This is an optimization exercise on Yosys and OpenROAD, whose aim is small area, a short achievable clock period and few clock cycles, not a production implementation.
Function was not checked in any run shown here: the RTL went through the layout flow alone.
No activity file was given, so power comes from the tool's default toggle rates.

==> design.v <==
package llrc_pkg;
  localparam int PIX_W      = 8;
  localparam int COL_W      = 12;
  localparam int IDX_W      = 11;
  localparam int ROW_W      = 12;
  localparam int LEN_W      = 7;
  localparam int CFG_W      = 12;
  localparam int CFG_IDX_W  = 1;
  localparam int MAX_WIDTH        = 2048;
  localparam int MAX_MODEL_LENGTH = 64;
  localparam int RING_DEPTH = MAX_MODEL_LENGTH + 1;
  localparam int RING_AW    = $clog2(RING_DEPTH);
  localparam int SUM_W      = $clog2(MAX_WIDTH * 255 + 1);
  localparam int RAM_W      = PIX_W + SUM_W;
  localparam int WIN_W      = 14;
  localparam int PROD_W     = LEN_W + PIX_W;
  localparam int RESP_W     = 16;
  localparam logic [CFG_IDX_W-1:0] REG_ROW_WIDTH    = 1'd0;
  localparam logic [CFG_IDX_W-1:0] REG_MODEL_LENGTH = 1'd1;
  localparam logic [CFG_W-1:0] ROW_WIDTH_RST    = 12'd640;
  localparam logic [LEN_W-1:0] MODEL_LENGTH_RST = 7'd8;
  typedef struct packed {
    logic              clear;      
    logic              active;     
    logic              resp_en;    
    logic [IDX_W-1:0]  resp_col;
    logic              tail_en;    
    logic [IDX_W-1:0]  tail_col;
    logic              last;
    logic [ROW_W-1:0]  row;
    logic [LEN_W-1:0]  len;
    logic [SUM_W-1:0]  prefix;
  } s1_t;
endpackage
import llrc_pkg::*;
module laser_line_row_center_core (
  input  logic                 clk,
  input  logic                 rst_n,
  input  logic                 in_valid,
  output logic                 in_ready,
  input  logic [PIX_W-1:0]     in_pixel,
  input  logic                 in_frame_start,
  output logic                 out_valid,
  input  logic                 out_ready,
  output logic [ROW_W-1:0]     out_row_index,
  output logic [IDX_W-1:0]     out_center_col,
  output logic                 out_found,
  input  logic                 cfg_we,
  input  logic [CFG_IDX_W-1:0] cfg_idx,
  input  logic [CFG_W-1:0]     cfg_data
);
  logic [11:0] w_arch;
  logic [6:0]  l_arch;
  logic [10:0] wm1;       
  logic [6:0]  len;       
  logic        act;       
  logic        lnz;       
  logic        l1;        
  logic [10:0] tcm1;      
  logic [11:0] w_in;      
  logic [6:0]  l_in;      
  always_comb begin
    if (cfg_data[11] && (cfg_data[10:0] != 11'd0)) w_in = 12'd2048;
    else if (cfg_data[11:1] == 11'd0)              w_in = 12'd2;
    else                                           w_in = cfg_data;
    l_in = (cfg_data[6] && (cfg_data[5:0] != 6'd0)) ? 7'd64 : cfg_data[6:0];
  end
  localparam logic [1:0] ST_RUN = 2'd0, ST_CLR = 2'd1, ST_ADD = 2'd2;
  logic        rst_q;     
  logic [1:0]  st;
  logic        pending;
  logic        owed;
  logic        rdy_r;
  logic        go_r;
  logic [6:0]  sel;       
  logic        a_v, a_fs;
  logic [7:0]  a_pix;
  logic [7:0]  pjr;       
  logic [10:0] c_r;
  logic        rfs_r;
  logic [511:0] sr;
  logic        b_pv, b_rst, b_resp, b_j0, b_last, b_rfs;
  logic signed [8:0] b_delta;
  logic [14:0] b_prod;    
  logic [13:0] s_r;
  logic        d_pv, d_rst, d_resp, d_j0, d_last, d_rfs;
  logic signed [15:0] d_r;
  logic signed [15:0] mx_v, mn_v;
  logic [10:0] mx_c, mn_c, cd_r;
  logic        mx_s, mn_s;
  logic        e_ev, e_rfs;
  logic        o_v, o_found;
  logic [11:0] o_idx;
  logic [10:0] o_cen;
  logic [10:0] c_eff, c_nxt;
  logic        a_last, a_ge, a_rm, a_rst, a_j0, a_rfs;
  logic [7:0]  rd;
  logic signed [8:0] a_delta;
  logic [10:0] pp0, pp1, pp2, pp3, pp4, pp5;
  logic        empty, apply, more;
  logic        rst_n_b;
  logic signed [8:0] delta_n;
  always_comb begin
    c_eff  = a_fs ? 11'd0 : c_r;
    a_last = c_eff >= wm1;
    a_ge   = c_eff >= {4'd0, len};
    a_rm   = a_ge && lnz;
    a_rst  = (c_eff == 11'd0);
    a_j0   = (c_eff == {4'd0, len});
    a_rfs  = a_rst ? a_fs : rfs_r;
    rd     = 8'd0;
    for (int k = 0; k < 64; k++) begin
      if (sel[5:0] == 6'(k)) rd = rd | sr[8*k +: 8];
    end
    if (!lnz)       a_delta = 9'sd0;
    else if (a_rm)  a_delta = $signed({1'b0, a_pix}) - $signed({1'b0, pjr});
    else            a_delta = $signed({1'b0, a_pix});
    c_nxt  = a_last ? 11'd0 : c_eff + 11'd1;
    pp0 = len[0] ? {3'd0, pjr}       : 11'd0;
    pp1 = len[1] ? {2'd0, pjr, 1'b0} : 11'd0;
    pp2 = len[2] ? {1'd0, pjr, 2'b0} : 11'd0;
    pp3 = len[3] ? {3'd0, pjr}       : 11'd0;
    pp4 = len[4] ? {2'd0, pjr, 1'b0} : 11'd0;
    pp5 = len[5] ? {1'd0, pjr, 2'b0} : (len[6] ? {pjr, 3'b0} : 11'd0);
    empty  = !a_v && !b_pv && !d_pv && !e_ev;
    apply  = pending && empty && (st == ST_RUN);
    more   = (sel < {4'd0, c_r}) && (sel < len);
    rst_n_b = a_v ? a_rst : (st == ST_CLR);
    delta_n = a_v ? a_delta : (go_r ? $signed({1'b0, pjr}) : 9'sd0);
  end
  logic        zmaybe;
  logic        owed_nxt, pend_nxt;
  logic [1:0]  st_nxt;
  logic        pop;
  always_comb begin
    pop      = o_v && out_ready;
    zmaybe   = (a_v && a_last) ? (wm1 == 11'd1) : ({1'b0, c_r} + 12'd2 >= {1'b0, wm1});
    owed_nxt = (a_v && a_last) ? 1'b1 : (pop ? 1'b0 : owed);
    pend_nxt = cfg_we || (pending && !apply);
    case (st)
      ST_RUN:  st_nxt = apply ? ST_CLR : ST_RUN;
      ST_CLR:  st_nxt = ST_ADD;
      ST_ADD:  st_nxt = more ? ST_ADD : ST_RUN;
      default: st_nxt = ST_RUN;
    endcase
  end
  always_ff @(posedge clk) begin
    rst_q <= rst_n;
    if (!rst_n) begin
      w_arch  <= 12'd640;
      l_arch  <= 7'd8;
      pending <= 1'b0;
      rdy_r   <= 1'b0;
      o_v     <= 1'b0;
    end else begin
      if (cfg_we) begin
        if (cfg_idx == REG_ROW_WIDTH) w_arch <= w_in;
        else                          l_arch <= l_in;
      end
      pending <= pend_nxt;
      rdy_r   <= (st_nxt == ST_RUN) && !pend_nxt && !(owed_nxt && zmaybe);
      if (e_ev && rst_q)  o_v <= 1'b1;
      else if (out_ready) o_v <= 1'b0;
    end
  end
  always_ff @(posedge clk) begin
    if (!rst_q) begin
      wm1     <= 11'd639;
      len     <= 7'd8;
      act     <= 1'b1;
      lnz     <= 1'b1;
      l1      <= 1'b0;
      tcm1    <= 11'd631;
      st      <= ST_RUN;
      owed    <= 1'b0;
      go_r    <= 1'b0;
      sel     <= 7'd6;
      a_v     <= 1'b0;
      c_r     <= 11'd0;
      b_pv    <= 1'b0;
      d_pv    <= 1'b0;
      e_ev    <= 1'b0;
      o_idx   <= 12'hfff;
    end else begin
      if (apply) begin
        wm1  <= w_arch[10:0] - 11'd1;
        len  <= l_arch;
        lnz  <= (l_arch != 7'd0);
        l1   <= (l_arch == 7'd1);
      end
      if (st == ST_CLR) begin
        tcm1 <= jd12[10:0];
        act  <= !jd12[11];
      end
      st      <= st_nxt;
      owed    <= owed_nxt;
      go_r    <= (st == ST_ADD) && more;
      case (st)
        ST_CLR:  sel <= 7'd0;
        ST_ADD:  sel <= more ? sel + 7'd1 : len - 7'd2;
        default: ;
      endcase
      a_v  <= in_valid && rdy_r;
      if (a_v) c_r <= c_nxt;
      b_pv <= a_v;
      d_pv <= b_pv;
      e_ev <= d_pv && d_last;
      if (e_ev) o_idx <= e_rfs ? 12'd0 : o_idx + 12'd1;
    end
  end
  assign in_ready = rdy_r;
  always_ff @(posedge clk) begin
    a_pix <= in_pixel;
    a_fs  <= in_frame_start;
    if (a_v) begin
      rfs_r <= a_rfs;
      sr    <= {sr[503:0], a_pix};
    end
    if (st == ST_RUN) begin
      if (a_v) pjr <= l1 ? a_pix : rd;
    end else if (more) begin
      pjr <= rd;
    end
    b_rst   <= rst_n_b;
    b_delta <= delta_n;
    b_prod  <= {4'd0, pp0} + {4'd0, pp1} + {4'd0, pp2} + {1'b0, pp3, 3'd0} + {1'b0, pp4, 3'd0} + {1'b0, pp5, 3'd0};
    b_resp  <= act && a_ge;
    b_j0    <= a_j0;
    b_last  <= a_last;
    b_rfs   <= a_rfs;
  end
  logic [13:0] s_new;
  always_comb s_new = (b_rst ? 14'd0 : s_r) + {{5{b_delta[8]}}, b_delta};
  always_ff @(posedge clk) begin
    s_r    <= s_new;
    d_r    <= $signed({1'b0, b_prod}) - $signed({2'b0, s_new});
    d_rst  <= b_rst;
    d_resp <= b_resp;
    d_j0   <= b_j0;
    d_last <= b_last;
    d_rfs  <= b_rfs;
  end
  logic [10:0] cd, jd;
  logic [11:0] jd12;
  logic        gt, lt;
  always_comb begin
    cd = d_rst ? 11'd0 : cd_r + 11'd1;
    jd12 = {1'b0, (st == ST_CLR) ? wm1 : cd} - {5'd0, len};
    jd   = jd12[10:0];
    gt = d_r > mx_v;
    lt = d_r < mn_v;
  end
  always_ff @(posedge clk) begin
    if (d_pv) begin
      cd_r <= cd;
      if (d_rst) begin
        mx_c <= '0; mn_c <= '0; mx_s <= 1'b0; mn_s <= 1'b0;
      end
      if (d_resp && d_j0) begin
        mx_v <= d_r;
        mn_v <= d_r;
      end else if (d_rst) begin
        mx_v <= '0;
        mn_v <= '0;
      end else if (d_resp) begin
        if (gt) begin
          mx_v <= d_r; mx_c <= jd; mx_s <= 1'b1;
        end
        if (lt) begin
          mn_v <= d_r; mn_c <= jd; mn_s <= 1'b1;
        end
      end
    end
    e_rfs <= d_rfs;
  end
  logic        t_mx, t_mn, e_found;
  logic [10:0] e_mxc, e_mnc;
  logic [11:0] e_sum;
  always_comb begin
    t_mx    = act && lnz && mx_v[15];
    t_mn    = act && lnz && !mn_v[15] && (mn_v != 16'sd0);
    e_mxc   = t_mx ? tcm1 : mx_c;
    e_mnc   = t_mn ? tcm1 : mn_c;
    e_found = act && (mx_s || t_mx) && (mn_s || t_mn);
    e_sum   = {1'b0, e_mxc} + {1'b0, e_mnc} + {11'd0, t_mx | t_mn};
  end
  always_ff @(posedge clk) begin
    if (e_ev) begin
      o_found <= e_found;
      o_cen   <= e_found ? e_sum[11:1] : 11'd0;
    end
  end
  assign out_valid      = o_v;
  assign out_row_index  = o_idx;
  assign out_center_col = o_cen;
  assign out_found      = o_found;
endmodule
==> flow/run.sh <==
#!/bin/bash
# Standard ORFS layout; timing repair aims for 3.6 ns of the 12 ns period
# (setup margin 8.4 ns). The SDC and the clock period are unchanged.
set -euo pipefail
bash standard.sh SETUP_SLACK_MARGIN=8.4 finish > orfs_make.log 2>&1
==> standard.sh <==
#!/bin/bash
# synth_recipe.tcl (not shown) runs the flow's synth.tcl, then flattens the netlist and writes it again
# the make line also repeats each setting of config.mk as NAME=value (left out here)
make -C /OpenROAD-flow-scripts/flow DESIGN_CONFIG=/design/flow/config.mk WORK_HOME=/design/flow/orfs CLKGATE_MAP_FILE= SYNTH_SCRIPT=/design/flow/synth_recipe.tcl "${@:-finish}"
==> config.mk <==
export PLATFORM = sky130hd
export DESIGN_NAME = laser_line_row_center_core
export DESIGN_NICKNAME = laser_line_row_center_core
export VERILOG_FILES = /design/flow/design.v
export SDC_FILE = /design/flow/constraint.sdc
export NUM_CORES = 4
export LEC_CHECK = 0
export ABC_CLOCK_PERIOD_IN_PS = 3000
export CAP_MARGIN = 20
export CORE_MARGIN = 2
export CORE_UTILIZATION = 35
export SLEW_MARGIN = 60
==> constraint.sdc <==
create_clock -name core_clock -period 12.0 [get_ports {clk}]
set_input_delay 2.4000 -clock core_clock [delete_from_list [all_inputs] [get_ports {clk}]]
set_output_delay 2.4000 -clock core_clock [all_outputs]
set_load 0.01 [all_outputs]
==> results of run 1 <==
-- flip-flops by register name, summed over array words and instances, names as in the netlist, 12 cells and up --
| register | count |
|---|---|
| s_r | 14 |
| b_prod | 15 |
| mx_v | 16 |
| o_idx | 12 |
| mn_v | 16 |
| d_r | 16 |
| sr | 512 |
-- routing by layer --
layer	vias to the layer above	part of all wire, %
li1	10321	-
met1	11373	41
met2	1146	45
met3	242	9.6
met4	0	4.4
met5	-	0
-- cells by family (layout without fill, tap and decap cells) --
kind of cell	Yosys count	count (layout)	share of synthesized area (%)
AND/OR/NAND/NOR	717	717	10.2
buffers and inverters	221	474	2.58
AO/OA/AOI/OAI	573	574	12.3
XOR/XNOR	97	97	2.52
multiplexers	44	44	1.36
flip-flops	766	766	63.3
adder cells (fa/ha/maj)	193	193	7.83
-- metrics by stage --
stage	worst slack [ns]	power, mW	hold slack [ns]
finish	8.28	6.11	0.327
global route	8.11	6.32	0.334
CTS	8.25	6.13	0.328
detailed placement	7.47	3.57	0.312
global placement	7.48	3.56	0.311
floorplan	6.69	3.41	0.310
-- synthesized netlist by cell type (12+ instances only) --
| cell | n | area share (%) |
|---|---|---|
| sky130_fd_sc_hd__a22oi_1 | 151 | 3.4 |
| sky130_fd_sc_hd__inv_1 | 155 | 1.7 |
| sky130_fd_sc_hd__o31ai_1 | 12 | 0.27 |
| sky130_fd_sc_hd__ha_1 | 163 | 6.0 |
| sky130_fd_sc_hd__a221oi_1 | 46 | 1.2 |
| sky130_fd_sc_hd__nand3_1 | 54 | 0.80 |
| sky130_fd_sc_hd__a21oi_1 | 73 | 1.1 |
| sky130_fd_sc_hd__a22o_1 | 47 | 1.2 |
| sky130_fd_sc_hd__and2_1 | 12 | 0.22 |
| sky130_fd_sc_hd__xnor2_1 | 60 | 1.6 |
| sky130_fd_sc_hd__a31oi_1 | 15 | 0.28 |
| sky130_fd_sc_hd__nor4_1 | 25 | 0.46 |
| sky130_fd_sc_hd__mux2_2 | 14 | 0.47 |
| sky130_fd_sc_hd__fa_1 | 30 | 1.8 |
| sky130_fd_sc_hd__nor3_1 | 50 | 0.74 |
| sky130_fd_sc_hd__clkbuf_1 | 43 | 0.48 |
| sky130_fd_sc_hd__o21ai_0 | 72 | 1.1 |
| sky130_fd_sc_hd__a21o_1 | 36 | 0.80 |
| sky130_fd_sc_hd__mux2i_1 | 30 | 0.89 |
| sky130_fd_sc_hd__xor2_1 | 37 | 0.96 |
| sky130_fd_sc_hd__nor2b_1 | 66 | 1.2 |
| sky130_fd_sc_hd__nand2b_1 | 19 | 0.35 |
| sky130_fd_sc_hd__dfxtp_1 | 166 | 9.9 |
| sky130_fd_sc_hd__and3_1 | 15 | 0.28 |
| sky130_fd_sc_hd__o2bb2ai_1 | 12 | 0.31 |
| sky130_fd_sc_hd__nand2_1 | 216 | 2.4 |
| sky130_fd_sc_hd__nand4_1 | 56 | 1.0 |
| sky130_fd_sc_hd__edfxtp_1 | 600 | 53 |
| sky130_fd_sc_hd__nor2_1 | 165 | 1.8 |
-- area by class of cell --
type,instances,area [sq um]
inverters,156,604
clock inverters,44,518
multi-input cells,1625,12200
flip-flops and latches,766,21400
fillers,8845,55400
repair buffers,171,1480
clock buffers,103,2180
well taps,1265,1580
-- worst paths after layout --
kind / from / end / slack, ns / depth (start not counted)
hold / removal: b_rfs / d_rfs / 0.33 / 0
setup / recovery: pjr[3] / b_prod[14] / 8.28 / 17
hold reg to reg: b_rfs / d_rfs / 0.33 / 0
setup reg to reg: pjr[3] / b_prod[14] / 8.28 / 17
-- where the power goes --
part           switching (mW)  internal [mW]
Clock                    1.09           1.47
Sequential             0.0691           2.93
Combinational           0.312          0.234
-- repair_timing --
| action | CTS | global route |
|---|---|---|
| gates resized for setup | 162 | 45 |
| buffers inserted | 28 | 12 |
| pin swaps | 15 | 41 |
| gates cloned | 1 | 1 |
| endpoints found under the setup margin | 58 | 24 |
-- worst max-delay path: stages, from the launching register on --
cell	delay [ns]
sky130_fd_sc_hd__edfxtp_1	0.47
sky130_fd_sc_hd__inv_2	0.13
sky130_fd_sc_hd__buf_4	0.12
sky130_fd_sc_hd__nor2_2	0.04
sky130_fd_sc_hd__fa_1	0.53
sky130_fd_sc_hd__inv_1	0.06
sky130_fd_sc_hd__fa_1	0.47
sky130_fd_sc_hd__inv_1	0.05
sky130_fd_sc_hd__fa_1	0.51
sky130_fd_sc_hd__ha_4	0.22
sky130_fd_sc_hd__a21o_1	0.16
sky130_fd_sc_hd__a21oi_2	0.14
sky130_fd_sc_hd__o21bai_1	0.10
sky130_fd_sc_hd__a21oi_2	0.16
sky130_fd_sc_hd__o21ai_2	0.08
sky130_fd_sc_hd__a21o_1	0.17
sky130_fd_sc_hd__a21oi_2	0.12
sky130_fd_sc_hd__xnor2_1	0.12
==> load_flow_metrics.sql, run 1 <==
INSERT INTO impl_metrics (metric_group, metric, value, unit) VALUES
('drt', 'post-route-drc-count', '0', ''),
('global_routing', 'globalRouteMet3Util', '4.35', '%'),
('logic_synthesis', 'synth_nets', '2831', ''),
('global_routing', 'gr-usage-met1', '26.0', '%'),
('sta', 'setup-tns-final', '0', 'ns'),
('placed_design', 'place.detailed.hpwl', '68600', 'microns'),
('drt', 'route.vias.total', '23082', ''),
('floorplan', 'ios', '53', ''),
('global_routing', 'grt_start_max_net_pins', '81', ''),
('logic_synthesis', 'main_flop_type_after_synthesis', 'sky130_fd_sc_hd__edfxtp_1', ''),
('power', 'p_leak', '14.0', 'nW'),
('final_layout', 'post_layout_utilization_of_the_core', '41.9', '%'),
('logic_synthesis', 'asyncSetResetFlopFracSynth', '0', '%'),
('logic_synthesis', 'syn_area_per_cell', '12.9', 'sq um'),
('sta', 'setup_repair_after_global_routing_missed_its_margin', 'true', ''),
('global_routing', 'grt_first_pass_wirelength', '144000', 'microns'),
('global_routing', 'grt.met2_usage', '30.7', '%'),
('critical_path', 'crit_required', '12.56', 'ns'),
('logic_synthesis', 'synth.ff_latch_count', '766', ''),
('critical_path', 'critical_path.endpoint_type', 'flip-flop', ''),
('sta', 'timing.final.crit_period', '3.72', 'ns'),
('final_layout', 'area_growth_syn_to_layout', '18.3', '%'),
('final_layout', 'finish.net_count', '3020', ''),
('drt', 'drt_first_iter_violations', '2976', ''),
('floorplan', 'die_h', '314', 'microns'),
('drt', 'wl_per_cell', '24.1', 'microns'),
('global_routing', 'grt-busiest-layer', 'met2', ''),
('cts', 'number_of_buffers_inserted_during_clock_tree_synthesis', '80', ''),
('power', 'ir_worst_vdd', '0.100', 'mV'),
('sta', 'finClkSkew', '0.0599', 'ns'),
('logic_synthesis', 'netlist_area', '33700', 'sq um'),
('global_routing', 'grt_pass1_vias', '22096', ''),
('floorplan', 'placeableCoreArea', '95300', 'sq um'),
('cts', 'clockRootBuffer', 'sky130_fd_sc_hd__clkbuf_16', ''),
('hold_path', 'hold_class', 'flip-flop to flip-flop', ''),
('critical_path', 'critPathMaxFanout', '4', ''),
('logic_synthesis', 'synth_seq_area_share', '63.3', '%'),
('floorplan', 'num_rows', '113', ''),
('cts', 'clock_latency_on_the_worst_skew_pair', '0.66', 'ns'),
('final_layout', 'final_layout_size_suffix_gt1_share', '15.8', '%'),
('cts', 'tritoncts', 'built', ''),
('floorplan', 'floorplan.die_area', '98900', 'sq um'),
('cts', 'cts.sinks', '766', ''),
('sta', 'slew_violations', '0', ''),
('sta', 'maxSlewHeadroom', '56.0', '%'),
('logic_synthesis', 'synth.distinct_cells', '74', ''),
('global_routing', 'globalRoute.totalOverflow', '0', ''),
('drt', 'drt_pass1_iterations', '6', ''),
('global_routing', 'antenna_found_initial', '3', ''),
('critical_path', 'setup.worst_path.class', 'flip-flop to flip-flop', ''),
('placed_design', 'dpl.cell_count', '3938', ''),
('drt', 'routed_via_density', '5.59', ''),
('final_layout', 'final_common_cell', 'sky130_fd_sc_hd__edfxtp_1', ''),
('cts', 'holdBufCountCts', '0', ''),
('sta', 'final_count_of_hold_timing_violations', '0', ''),
('drt', 'routed_wirelength', '99300', 'microns'),
('final_layout', 'commonest_non_fill_non_tap_cells_in_the_layout', '600 x sky130_fd_sc_hd__edfxtp_1, 214 x sky130_fd_sc_hd__nand2_1, 155 x sky130_fd_sc_hd__ha_1', ''),
('drt', 'postRouteAntennaNets', '0', ''),
('sta', 'achievable-frequency', '269', 'MHz'),
('global_routing', 'grt.total_usage', '19.6', '%'),
('final_layout', 'antenna_diode_count', '0', ''),
('floorplan', 'die_width', '314', 'microns'),
('critical_path', 'crit_path_start_kind', 'flip-flop', ''),
('sta', 'max_slew.worst_pin.slew', '0.659', 'ns'),
('logic_synthesis', 'synth_edf_count', '600', ''),
('sta', 'post-route-period-util', '31.0', '%'),
('logic_synthesis', 'ys_warn_count', '1', ''),
('final_layout', 'finish.cell_count_without_fillers', '4130', ''),
('floorplan', 'start_util', '35.4', '%'),
('cts', 'max-clock-path-buffers', '3', ''),
('final_layout', 'layout.cell_area.non_filler', '39900', 'sq um'),
('critical_path', 'crit_arrival', '4.28', 'ns'),
('placed_design', 'placedInstanceArea', '36600', 'sq um'),
('cts', 'clk_transition_reported_paths', '0.06', 'ns'),
('placed_design', 'count_of_input_and_output_buffers', '52', ''),
('sta', 'setup_viol', '0', ''),
('power', 'power_density', '153', 'nW/um^2'),
('logic_synthesis', 'synthCells', '2611', ''),
('placed_design', 'finalWeightedCongestion', '0.914', ''),
('job', 'maxCapViolCount', '0', ''),
('cts', 'clock_tree.htree_level_count', '3', ''),
('run_status', 'status', 'complete, no violations', '');
==> run 2: changes to the inputs <==
--- a/design.v
+++ b/design.v
@@ -81,5 +81,4 @@
   logic [511:0] sr;
   logic        b_pv, b_rst, b_resp, b_j0, b_last, b_rfs;
-  logic signed [8:0] b_delta;
   logic [14:0] b_prod;    
   logic [13:0] s_r;
@@ -96,9 +95,8 @@
   logic        a_last, a_ge, a_rm, a_rst, a_j0, a_rfs;
   logic [7:0]  rd;
-  logic signed [8:0] a_delta;
   logic [10:0] pp0, pp1, pp2, pp3, pp4, pp5;
   logic        empty, apply, more;
-  logic        rst_n_b;
-  logic signed [8:0] delta_n;
+  logic        s_clr;
+  logic [7:0]  s_add, s_sub;
   always_comb begin
     c_eff  = a_fs ? 11'd0 : c_r;
@@ -113,7 +111,4 @@
       if (sel[5:0] == 6'(k)) rd = rd | sr[8*k +: 8];
     end
-    if (!lnz)       a_delta = 9'sd0;
-    else if (a_rm)  a_delta = $signed({1'b0, a_pix}) - $signed({1'b0, pjr});
-    else            a_delta = $signed({1'b0, a_pix});
     c_nxt  = a_last ? 11'd0 : c_eff + 11'd1;
     pp0 = len[0] ? {3'd0, pjr}       : 11'd0;
@@ -126,6 +121,7 @@
     apply  = pending && empty && (st == ST_RUN);
     more   = (sel < {4'd0, c_r}) && (sel < len);
-    rst_n_b = a_v ? a_rst : (st == ST_CLR);
-    delta_n = a_v ? a_delta : (go_r ? $signed({1'b0, pjr}) : 9'sd0);
+    s_clr   = a_v ? a_rst : (st == ST_CLR);
+    s_add   = a_v ? (lnz ? a_pix : 8'd0) : (go_r ? pjr : 8'd0);
+    s_sub   = (a_v && a_rm) ? pjr : 8'd0;
   end
   logic        zmaybe;
@@ -222,6 +218,6 @@
       pjr <= rd;
     end
-    b_rst   <= rst_n_b;
-    b_delta <= delta_n;
+    s_r     <= (s_clr ? 14'd0 : s_r) + {6'd0, s_add} - {6'd0, s_sub};
+    b_rst   <= a_rst;
     b_prod  <= {4'd0, pp0} + {4'd0, pp1} + {4'd0, pp2} + {1'b0, pp3, 3'd0} + {1'b0, pp4, 3'd0} + {1'b0, pp5, 3'd0};
     b_resp  <= act && a_ge;
@@ -230,9 +226,6 @@
     b_rfs   <= a_rfs;
   end
-  logic [13:0] s_new;
-  always_comb s_new = (b_rst ? 14'd0 : s_r) + {{5{b_delta[8]}}, b_delta};
-  always_ff @(posedge clk) begin
-    s_r    <= s_new;
-    d_r    <= $signed({1'b0, b_prod}) - $signed({2'b0, s_new});
+  always_ff @(posedge clk) begin
+    d_r    <= $signed({1'b0, b_prod}) - $signed({2'b0, s_r});
     d_rst  <= b_rst;
     d_resp <= b_resp;
--- a/config.mk
+++ b/config.mk
@@ -10,3 +10,5 @@
 export CORE_MARGIN = 2
 export CORE_UTILIZATION = 35
+export CTS_BUF_LIST = sky130_fd_sc_hd__clkbuf_8
+export CTS_CLUSTER_SIZE = 30
 export SLEW_MARGIN = 60
==> run 2 against run 1 <==
  * Clock skew is 0.0016 ns higher
  * Fmax is 17% lower
  * Sequential cell count is 9 lower
  * Via count is 1.7% higher
  * Largest cell class unchanged
  * Highest routed layer is now met5
==> load_flow_metrics.sql, run 2 <==
INSERT INTO impl_metrics (metric_group, metric, value, unit) VALUES
('run_status', 'status', 'complete, no violations', ''),
('cts', 'max-clock-path-buffers', '3', ''),
('logic_synthesis', 'netlist_area', '33300', 'sq um'),
('drt', 'postRouteAntennaNets', '0', ''),
('drt', 'post-route-drc-count', '0', ''),
('critical_path', 'reg2reg_slack', '7.52', 'ns'),
('drt', 'drt_pass1_iterations', '6', ''),
('sta', 'final_count_of_hold_timing_violations', '0', ''),
('sta', 'setup_viol', '0', ''),
('drt', 'drt_first_iter_violations', '2925', ''),
('logic_synthesis', 'synth.distinct_cells', '75', ''),
('sta', 'max_slew.worst_pin.slew', '0.639', 'ns'),
('placed_design', 'placedInstanceArea', '36300', 'sq um'),
('sta', 'slew_violations', '0', ''),
('power', 'p_sw_share', '27.4', '%'),
('placed_design', 'dpl.cell_count', '3878', ''),
('cts', 'number_of_buffers_inserted_during_clock_tree_synthesis', '117', ''),
('final_layout', 'commonest_non_fill_non_tap_cells_in_the_layout', '600 x sky130_fd_sc_hd__edfxtp_1, 206 x sky130_fd_sc_hd__nand2_1, 178 x sky130_fd_sc_hd__inv_1', ''),
('final_layout', 'post_layout_utilization_of_the_core', '42.0', '%'),
('floorplan', 'die_h', '313', 'microns'),
('critical_path', 'cp_slowest_cell', 'sky130_fd_sc_hd__fa_2', ''),
('cts', 'tritoncts', 'built', ''),
('final_layout', 'finish.net_count', '3026', ''),
('final_layout', 'top_register', 'sr', ''),
('critical_path', 'crit_required', '12.63', 'ns'),
('sta', 'finalHoldWorstSlack', '0.327', 'ns'),
('global_routing', 'antenna_found_initial', '3', ''),
('cts', 'clock_latency_on_the_worst_skew_pair', '0.79', 'ns'),
('floorplan', 'floorplan.die_area', '97800', 'sq um'),
('logic_synthesis', 'synth_seq_area_share', '63.5', '%'),
('final_layout', 'final_layout_size_suffix_gt1_share', '18.8', '%'),
('logic_synthesis', 'largest_area_contributor_in_the_netlist', 'sky130_fd_sc_hd__edfxtp_1', ''),
('logic_synthesis', 'synth.cells.most_frequent', '600 x sky130_fd_sc_hd__edfxtp_1, 212 x sky130_fd_sc_hd__nand2_1, 158 x sky130_fd_sc_hd__nor2_1', ''),
('global_routing', 'globalRoute.totalOverflow', '0', ''),
('sta', 'setup_repair_after_global_routing_missed_its_margin', 'true', ''),
('floorplan', 'ios', '53', ''),
('drt', 'route.vias.total', '23484', ''),
('power', 'power_density', '156', 'nW/um^2'),
('sta', 'timing.final.crit_period', '4.48', 'ns'),
('cts', 'clockRootBuffer', 'sky130_fd_sc_hd__clkbuf_8', ''),
('critical_path', 'critPathBufInv', '2', ''),
('sta', 'maxSlewHeadroom', '57.3', '%'),
('logic_synthesis', 'synth.top_cell.area_share', '54.0', '%'),
('global_routing', 'grt_start_max_net_pins', '76', ''),
('drt', 'wl_per_cell', '24.5', 'microns'),
('final_layout', 'final_common_cell', 'sky130_fd_sc_hd__edfxtp_1', ''),
('global_routing', 'grt.total_usage', '20.2', '%'),
('final_layout', 'largest_register_ff_count', '512', ''),
('logic_synthesis', 'ys_top_cells_by_area', 'sky130_fd_sc_hd__edfxtp_1 54%, sky130_fd_sc_hd__dfxtp_1 9.4%, sky130_fd_sc_hd__ha_1 5.9%', ''),
('drt', 'routed_wirelength', '102000', 'microns'),
('critical_path', 'crit_arrival', '5.11', 'ns'),
('critical_path', 'critPathMaxFanout', '7', ''),
('sta', 'post-route-period-util', '37.3', '%'),
('logic_synthesis', 'synth_edf_count', '600', ''),
('final_layout', 'layout.filler_cells', '8668', ''),
('logic_synthesis', 'ys_warn_count', '1', ''),
('final_layout', 'finish.cell_count_without_fillers', '4170', ''),
('power', 'p_leak', '14.0', 'nW'),
('power', 'power.combinational.fraction', '16.3', '%'),
('sta', 'setup-tns-final', '0', 'ns'),
('logic_synthesis', 'synthCells', '2552', ''),
('logic_synthesis', 'synth_nets', '2772', ''),
('critical_path', 'critPathMostFrequentCell', 'sky130_fd_sc_hd__a21o_1', ''),
('cts', 'clock_tree.htree_level_count', '3', ''),
('placed_design', 'finalWeightedCongestion', '0.909', ''),
('power', 'power.clock.fraction', '35.5', '%'),
('sta', 'finalWorstSetupSlack', '7.52', 'ns'),
('logic_synthesis', 'synth.ff_latch_count', '757', ''),
('placed_design', 'count_of_input_and_output_buffers', '52', ''),
('critical_path', 'crit_path_start_kind', 'flip-flop', ''),
('power', 'power.internal', '4.51', 'mW'),
('critical_path', 'critical_path.endpoint_type', 'flip-flop', ''),
('power', 'seq_power_share', '48.2', '%'),
('sta', 'finClkSkew', '0.0615', 'ns'),
('final_layout', 'area_growth_syn_to_layout', '19.2', '%'),
('global_routing', 'grt_first_pass_wirelength', '148000', 'microns'),
('drt', 'routed_via_density', '5.63', ''),
('logic_synthesis', 'asyncSetResetFlopFracSynth', '0', '%'),
('cts', 'cts.sinks', '757', ''),
('floorplan', 'die_width', '313', 'microns'),
('floorplan', 'placeableCoreArea', '94700', 'sq um'),
('power', 'p_sw', '1.71', 'mW'),
('power', 'ir_worst_vdd', '0.0949', 'mV'),
('cts', 'clk_transition_reported_paths', '0.06', 'ns'),
('hold_path', 'hold_class', 'flip-flop to flip-flop', ''),
('power', 'power.total', '6.22', 'mW'),
('floorplan', 'start_util', '35.2', '%'),
('final_layout', 'layout.cell_area.non_filler', '39800', 'sq um'),
('critical_path', 'crit_path_cell_trace', 'nand2_4, ha_4, nand2b_4, a21o_1, a21o_1, a21o_1, a21o_1, a21o_1, a211o_4, buf_4, nand3_4, fa_2, inv_2, fa_2, nor2b_4, o21a_1, o21ai_1, nand2b_1, a31o_2, a41o_1, o41ai_2, xnor2_1', ''),
('logic_synthesis', 'syn_area_per_cell', '13.1', 'sq um'),
('placed_design', 'place_worst_setup_slack', '6.68', 'ns'),
('logic_synthesis', 'main_flop_type_after_synthesis', 'sky130_fd_sc_hd__edfxtp_1', ''),
('critical_path', 'setup.worst_path.class', 'flip-flop to flip-flop', ''),
('critical_path', 'cpPeakStageDelay', '0.45', 'ns'),
('floorplan', 'num_rows', '113', ''),
('sta', 'achievable-frequency', '223', 'MHz'),
('global_routing', 'grt_pass1_vias', '23102', ''),
('placed_design', 'place.detailed.hpwl', '68400', 'microns'),
('logic_synthesis', 'yosysMostFrequentCell', 'sky130_fd_sc_hd__edfxtp_1', ''),
('critical_path', 'crit_family', 'compound AO/OA/AOI/OAI gates', ''),
('job', 'maxCapViolCount', '0', '');
## run 2: cell type report
class / count / area, sq um / share of cell area [%]
Timing Repair Buffer: 196 / 1760 / 4.43
Tap cell: 1265 / 1580 / 3.98
Clock buffer: 129 / 1780 / 4.47
Inverter: 157 / 606 / 1.52
Multi-Input combinational cell: 1577 / 12200 / 30.7
Sequential cell: 757 / 21200 / 53.4
Clock inverter: 88 / 594 / 1.49
Antenna cell: 1 / 2.50 / 0.00629
## run 2: logic make-up after synthesis
group / after synthesis / synth area share [%]
buffers and inverters: 219 / 2.56
and+or+nand+nor: 709 / 10.3
adders and majority gates: 193 / 8.05
muxes: 29 / 0.934
AOI/OAI and AO/OA: 563 / 12.5
DFF: 757 / 63.5
xor gates and xnor gates: 82 / 2.15
## run 2: path summary, 6_finish.rpt
kind,startpoint,endpoint,cells past startpoint
min,b_resp,d_resp,0
max,c_r[0],s_r[12],22
max reg2reg,c_r[0],s_r[12],22
min reg2reg,b_resp,d_resp,0
## run 2: per-layer routing
metal  GRT usage (%)  vias to the layer above  wire length, microns
met5               0                        -                    13
met4            9.24                        2                  4840
met2            32.2                     1308                 47300
li1                -                    10269                     -
met1            25.7                    11611                 39200
met3            5.41                      294                 10600
## run 2: power by group through the flow
stage                     clock network, mW  registers [mW]  logic (mW)
after floorplan                           0            3.02       0.661
after global placement                    0            3.05       0.822
after detailed placement                  0            3.05       0.865
after CTS                              2.24            2.99       0.922
after global routing                   2.35            3.00        1.12
final                                  2.21            3.00        1.01
## run 2: repair_timing
item,4_1_cts,5_1_grt
pin swaps,43,57
gates cloned,1,0
hold buffers,0,0
setup buffers,47,22
gates resized for setup,195,56
setup endpoints to repair,75,68
## run 2: worst register-to-register path, stage by stage (launching register included)
cell	delay, ns
sky130_fd_sc_hd__dfxtp_2	0.42
sky130_fd_sc_hd__nand2_4	0.09
sky130_fd_sc_hd__ha_4	0.24
sky130_fd_sc_hd__nand2b_4	0.13
sky130_fd_sc_hd__a21o_1	0.15
sky130_fd_sc_hd__a21o_1	0.16
sky130_fd_sc_hd__a21o_1	0.16
sky130_fd_sc_hd__a21o_1	0.16
sky130_fd_sc_hd__a21o_1	0.17
sky130_fd_sc_hd__a211o_4	0.39
sky130_fd_sc_hd__buf_4	0.17
sky130_fd_sc_hd__nand3_4	0.06
sky130_fd_sc_hd__fa_2	0.45
sky130_fd_sc_hd__inv_2	0.08
sky130_fd_sc_hd__fa_2	0.22
sky130_fd_sc_hd__nor2b_4	0.04
sky130_fd_sc_hd__o21a_1	0.19
sky130_fd_sc_hd__o21ai_1	0.12
sky130_fd_sc_hd__nand2b_1	0.10
sky130_fd_sc_hd__a31o_2	0.23
sky130_fd_sc_hd__a41o_1	0.22
sky130_fd_sc_hd__o41ai_2	0.31
sky130_fd_sc_hd__xnor2_1	0.12
==> run 3: changes to the inputs <==
--- a/config.mk
+++ b/config.mk
@@ -10,5 +10,5 @@
 export CORE_MARGIN = 2
 export CORE_UTILIZATION = 35
-export CTS_BUF_LIST = sky130_fd_sc_hd__clkbuf_8
-export CTS_CLUSTER_SIZE = 30
+export CTS_BUF_LIST = sky130_fd_sc_hd__clkbuf_4 sky130_fd_sc_hd__clkbuf_8
+export CTS_CLUSTER_SIZE = 20
 export SLEW_MARGIN = 60
==> run 3 against run 2 <==
  * Wire length is essentially flat
  * Clock power rose by 4%
  * Combinational power about the same
  * Critical path depth unchanged
  * Global-route usage about the same
  * Core utilization grew 0.13 points
  * Sequential share of layout area is 0.17 points lower
  * Die area is the same
  * Largest power group unchanged
==> load_flow_metrics.sql, run 3 <==
INSERT INTO impl_metrics (metric_group, metric, value, unit) VALUES
('run_status', 'status', 'complete, no violations', ''),
('critical_path', 'crit_path_start_kind', 'flip-flop', ''),
('logic_synthesis', 'synth_seq_area_share', '63.5', '%'),
('critical_path', 'worst_setup_path_startpoint', 'c_r[0]', ''),
('logic_synthesis', 'synth.ff_latch_count', '757', ''),
('final_layout', 'finish.cell_count_without_fillers', '4172', ''),
('critical_path', 'ff2ff_path_depth', '22', ''),
('placed_design', 'place_worst_setup_slack', '6.68', 'ns'),
('global_routing', 'grt.total_usage', '20.2', '%'),
('drt', 'drt_first_iter_violations', '2916', ''),
('critical_path', 'crit_path_cell_trace', 'nand2_4, ha_4, nand2b_4, a21o_1, a21o_1, a21o_1, a21o_1, a21o_1, a211o_4, buf_4, nand3_4, fa_2, inv_2, fa_2, nor2b_4, o21a_1, o21ai_1, nand2b_1, a31o_2, a41o_1, o41ai_2, xnor2_1', ''),
('sta', 'setup_viol', '0', ''),
('drt', 'drt_pass1_iterations', '9', ''),
('logic_synthesis', 'asyncSetResetFlopFracSynth', '0', '%'),
('cts', 'clockRootBuffer', 'sky130_fd_sc_hd__clkbuf_8', ''),
('sta', 'final_count_of_hold_timing_violations', '0', ''),
('hold_path', 'worst_hold_startpoint', 'b_resp', ''),
('drt', 'postRouteAntennaNets', '0', ''),
('cts', 'cts.sinks', '757', ''),
('final_layout', 'commonest_non_fill_non_tap_cells_in_the_layout', '600 x sky130_fd_sc_hd__edfxtp_1, 206 x sky130_fd_sc_hd__nand2_1, 147 x sky130_fd_sc_hd__inv_1', ''),
('global_routing', 'grt_pass1_vias', '23080', ''),
('cts', 'max-clock-path-buffers', '3', ''),
('placed_design', 'finalWeightedCongestion', '0.909', ''),
('sta', 'max_slew.worst_pin.slew', '0.643', 'ns'),
('logic_synthesis', 'synth.top_cell.area_share', '54.0', '%'),
('floorplan', 'start_util', '35.2', '%'),
('final_layout', 'finish.net_count', '3027', ''),
('placed_design', 'dpl.cell_count', '3878', ''),
('sta', 'slew_violations', '0', ''),
('critical_path', 'crit_family', 'compound AO/OA/AOI/OAI gates', ''),
('critical_path', 'critical_register_to_register_path_startpoint', 'c_r[0]', ''),
('hold_path', 'hold_class', 'flip-flop to flip-flop', ''),
('global_routing', 'globalRoute.totalOverflow', '0', ''),
('power', 'p_leak', '14.0', 'nW'),
('critical_path', 'cp_slowest_cell', 'sky130_fd_sc_hd__fa_2', ''),
('critical_path', 'reg2reg_slack', '7.53', 'ns'),
('drt', 'post-route-drc-count', '0', ''),
('logic_synthesis', 'ys_top_cells_by_area', 'sky130_fd_sc_hd__edfxtp_1 54%, sky130_fd_sc_hd__dfxtp_1 9.4%, sky130_fd_sc_hd__ha_1 5.9%', ''),
('final_layout', 'final_common_cell', 'sky130_fd_sc_hd__edfxtp_1', ''),
('floorplan', 'ios', '53', ''),
('critical_path', 'crit_arrival', '5.11', 'ns'),
('critical_path', 'crit_required', '12.64', 'ns'),
('logic_synthesis', 'synth.cells.most_frequent', '600 x sky130_fd_sc_hd__edfxtp_1, 212 x sky130_fd_sc_hd__nand2_1, 158 x sky130_fd_sc_hd__nor2_1', ''),
('sta', 'post-route-period-util', '37.3', '%'),
('logic_synthesis', 'main_flop_type_after_synthesis', 'sky130_fd_sc_hd__edfxtp_1', ''),
('global_routing', 'grt_start_max_net_pins', '76', ''),
('logic_synthesis', 'syn_area_per_cell', '13.1', 'sq um'),
('cts', 'number_of_buffers_inserted_during_clock_tree_synthesis', '117', ''),
('final_layout', 'area_growth_syn_to_layout', '19.6', '%'),
('logic_synthesis', 'largest_area_contributor_in_the_netlist', 'sky130_fd_sc_hd__edfxtp_1', ''),
('final_layout', 'final_layout_size_suffix_gt1_share', '19.9', '%'),
('sta', 'achievable-frequency', '224', 'MHz'),
('logic_synthesis', 'synth_nets', '2772', ''),
('floorplan', 'die_width', '313', 'microns'),
('final_layout', 'top_register', 'sr', ''),
('sta', 'setup-tns-final', '0', 'ns'),
('floorplan', 'die_h', '313', 'microns'),
('drt', 'routed_wirelength', '102000', 'microns'),
('hold_path', 'min_to', 'd_resp', ''),
('floorplan', 'floorplan.die_area', '97800', 'sq um'),
('final_layout', 'largest_register_ff_count', '512', ''),
('logic_synthesis', 'yosysMostFrequentCell', 'sky130_fd_sc_hd__edfxtp_1', ''),
('floorplan', 'placeableCoreArea', '94700', 'sq um'),
('logic_synthesis', 'netlist_area', '33300', 'sq um'),
('logic_synthesis', 'ys_warn_count', '1', ''),
('logic_synthesis', 'synth.distinct_cells', '75', ''),
('sta', 'maxSlewHeadroom', '57.0', '%'),
('critical_path', 'rr_endpoint', 's_r[12]', ''),
('global_routing', 'grt_first_pass_wirelength', '148000', 'microns'),
('placed_design', 'place.detailed.hpwl', '68400', 'microns'),
('sta', 'timing.final.crit_period', '4.47', 'ns'),
('power', 'ir_worst_vdd', '0.0937', 'mV'),
('sta', 'finClkSkew', '0.0539', 'ns'),
('drt', 'route.vias.total', '23479', ''),
('logic_synthesis', 'synth_edf_count', '600', ''),
('sta', 'setup_repair_after_global_routing_missed_its_margin', 'true', ''),
('drt', 'wl_per_cell', '24.5', 'microns'),
('cts', 'holdBufCountCts', '0', ''),
('cts', 'clock_latency_on_the_worst_skew_pair', '0.78', 'ns'),
('critical_path', 'critical_path.endpoint_type', 'flip-flop', ''),
('critical_path', 'setup.worst_path.class', 'flip-flop to flip-flop', ''),
('sta', 'finalWorstSetupSlack', '7.53', 'ns'),
('drt', 'routed_via_density', '5.63', ''),
('critical_path', 'cpPeakStageDelay', '0.45', 'ns'),
('cts', 'clock_tree.htree_level_count', '3', ''),
('logic_synthesis', 'synthCells', '2552', ''),
('critical_path', 'critPathMaxFanout', '7', ''),
('critical_path', 'critPathBufInv', '2', ''),
('critical_path', 'critPathMostFrequentCell', 'sky130_fd_sc_hd__a21o_1', ''),
('floorplan', 'num_rows', '113', ''),
('cts', 'clk_transition_reported_paths', '0.06', 'ns'),
('cts', 'tritoncts', 'built', ''),
('placed_design', 'count_of_input_and_output_buffers', '52', ''),
('hold_path', 'hold_path_depth', '0', ''),
('global_routing', 'antenna_found_initial', '4', ''),
('power', 'power_density', '158', 'nW/um^2'),
('job', 'maxCapViolCount', '0', '');
==> run 3: logic make-up after synthesis <==
logic type | after synthesis | synth area share (%)
buffers and inverters | 219 | 2.56
muxes | 29 | 0.934
and+or+nand+nor | 709 | 10.3
xor gates and xnor gates | 82 | 2.15
DFF | 757 | 63.5
AOI/OAI and AO/OA | 563 | 12.5
adders and majority gates | 193 | 8.05
==> run 3: how the worst max path moves through the flow <==
| stage | endpoint | slack, ns | cells past startpoint |
|---|---|---|---|
| 3_3_place_gp | s_r[12] | 6.82 | 24 |
| 2_1_floorplan | s_r[12] | 5.24 | 12 |
| 4_1_cts | s_r[12] | 7.59 | 24 |
| 3_5_place_dp | s_r[12] | 6.68 | 24 |
| 5_1_grt | s_r[12] | 7.37 | 22 |
| 6_report | s_r[12] | 7.53 | 22 |
==> run 3: area by class of cell <==
| cell class | count | area (sq um) |
|---|---|---|
| antenna | 2 | 5.00 |
| multi-input combinational | 1577 | 12200 |
| clock inverter | 57 | 478 |
| clock buffer | 160 | 2010 |
| timing repair buffer | 197 | 1770 |
| sequential | 757 | 21200 |
| fill | 8640 | 54800 |
| inverter | 157 | 606 |
| tap | 1265 | 1580 |
==> run 3: per-stage QoR <==
step	power, mW	utilization [%]	cell area (sq um)	hold WS, ns
floorplan	3.68	-	33600	0.310
global placement	3.87	37.9	35900	0.315
detailed placement	3.92	38.3	36300	0.315
CTS	6.26	41.5	39300	0.327
global route	6.57	42.1	39900	0.341
finish	6.31	42.1	39900	0.327
==> run 3: power breakdown <==
group / leakage, nW / internal (mW) / total, mW / switching [mW]
clock network: 1.31 / 1.23 / 2.30 / 1.08
logic: 6.36 / 0.472 / 1.01 / 0.541
registers: 6.34 / 2.91 / 3.00 / 0.0879
total: 14.0 / 4.61 / 6.31 / 1.70
==> run 3: what timing repair did <==
item,4_1_cts,5_1_grt
gates resized for setup,193,56
pin swaps,43,57
endpoints found under the setup margin,75,67
hold endpoints to repair,0,0
buffers inserted,48,22
gates cloned,1,0
==> run 3: layer usage <==
metal | up-vias | track usage, % | part of all wire [%]
li1 | 10284 | - | -
met2 | 1312 | 32.1 | 46
met3 | 315 | 5.42 | 10
met4 | 2 | 9.28 | 4.7
met5 | - | 0 | 0.013
met1 | 11566 | 25.8 | 39

## re-timing with driven ports
The results above use ideal ports. As a check the final layouts listed here were re-extracted and re-timed, cells and wires unchanged.
Step 1, drivers: a clkbuf_16 drives clk and a buf_2 each remaining input, both assumed.
Step 2 also shifts input and output timing later by t, the mid clock arrival at the registers, as if the neighbouring blocks saw the same clock.
Three values: ideal ports, drivers, drivers and shift; two values: the first two.
run	t (ns)	setup slack, ns	worst slew at a driven data input, ns	pins driven straight from the clock port
run 1	0.695	8.280 / 8.280 / 7.833	0.04	1
run 2	0.814	7.522 / 7.522 / 7.522	0.06	1
run 3	0.813	7.527 / 7.527 / 7.527	0.06	1
After both steps every run listed still meets setup and hold. For run 1, which loses most, drivers alone change the setup slack by 0.000 ns; drivers and shift together by -0.447 ns.
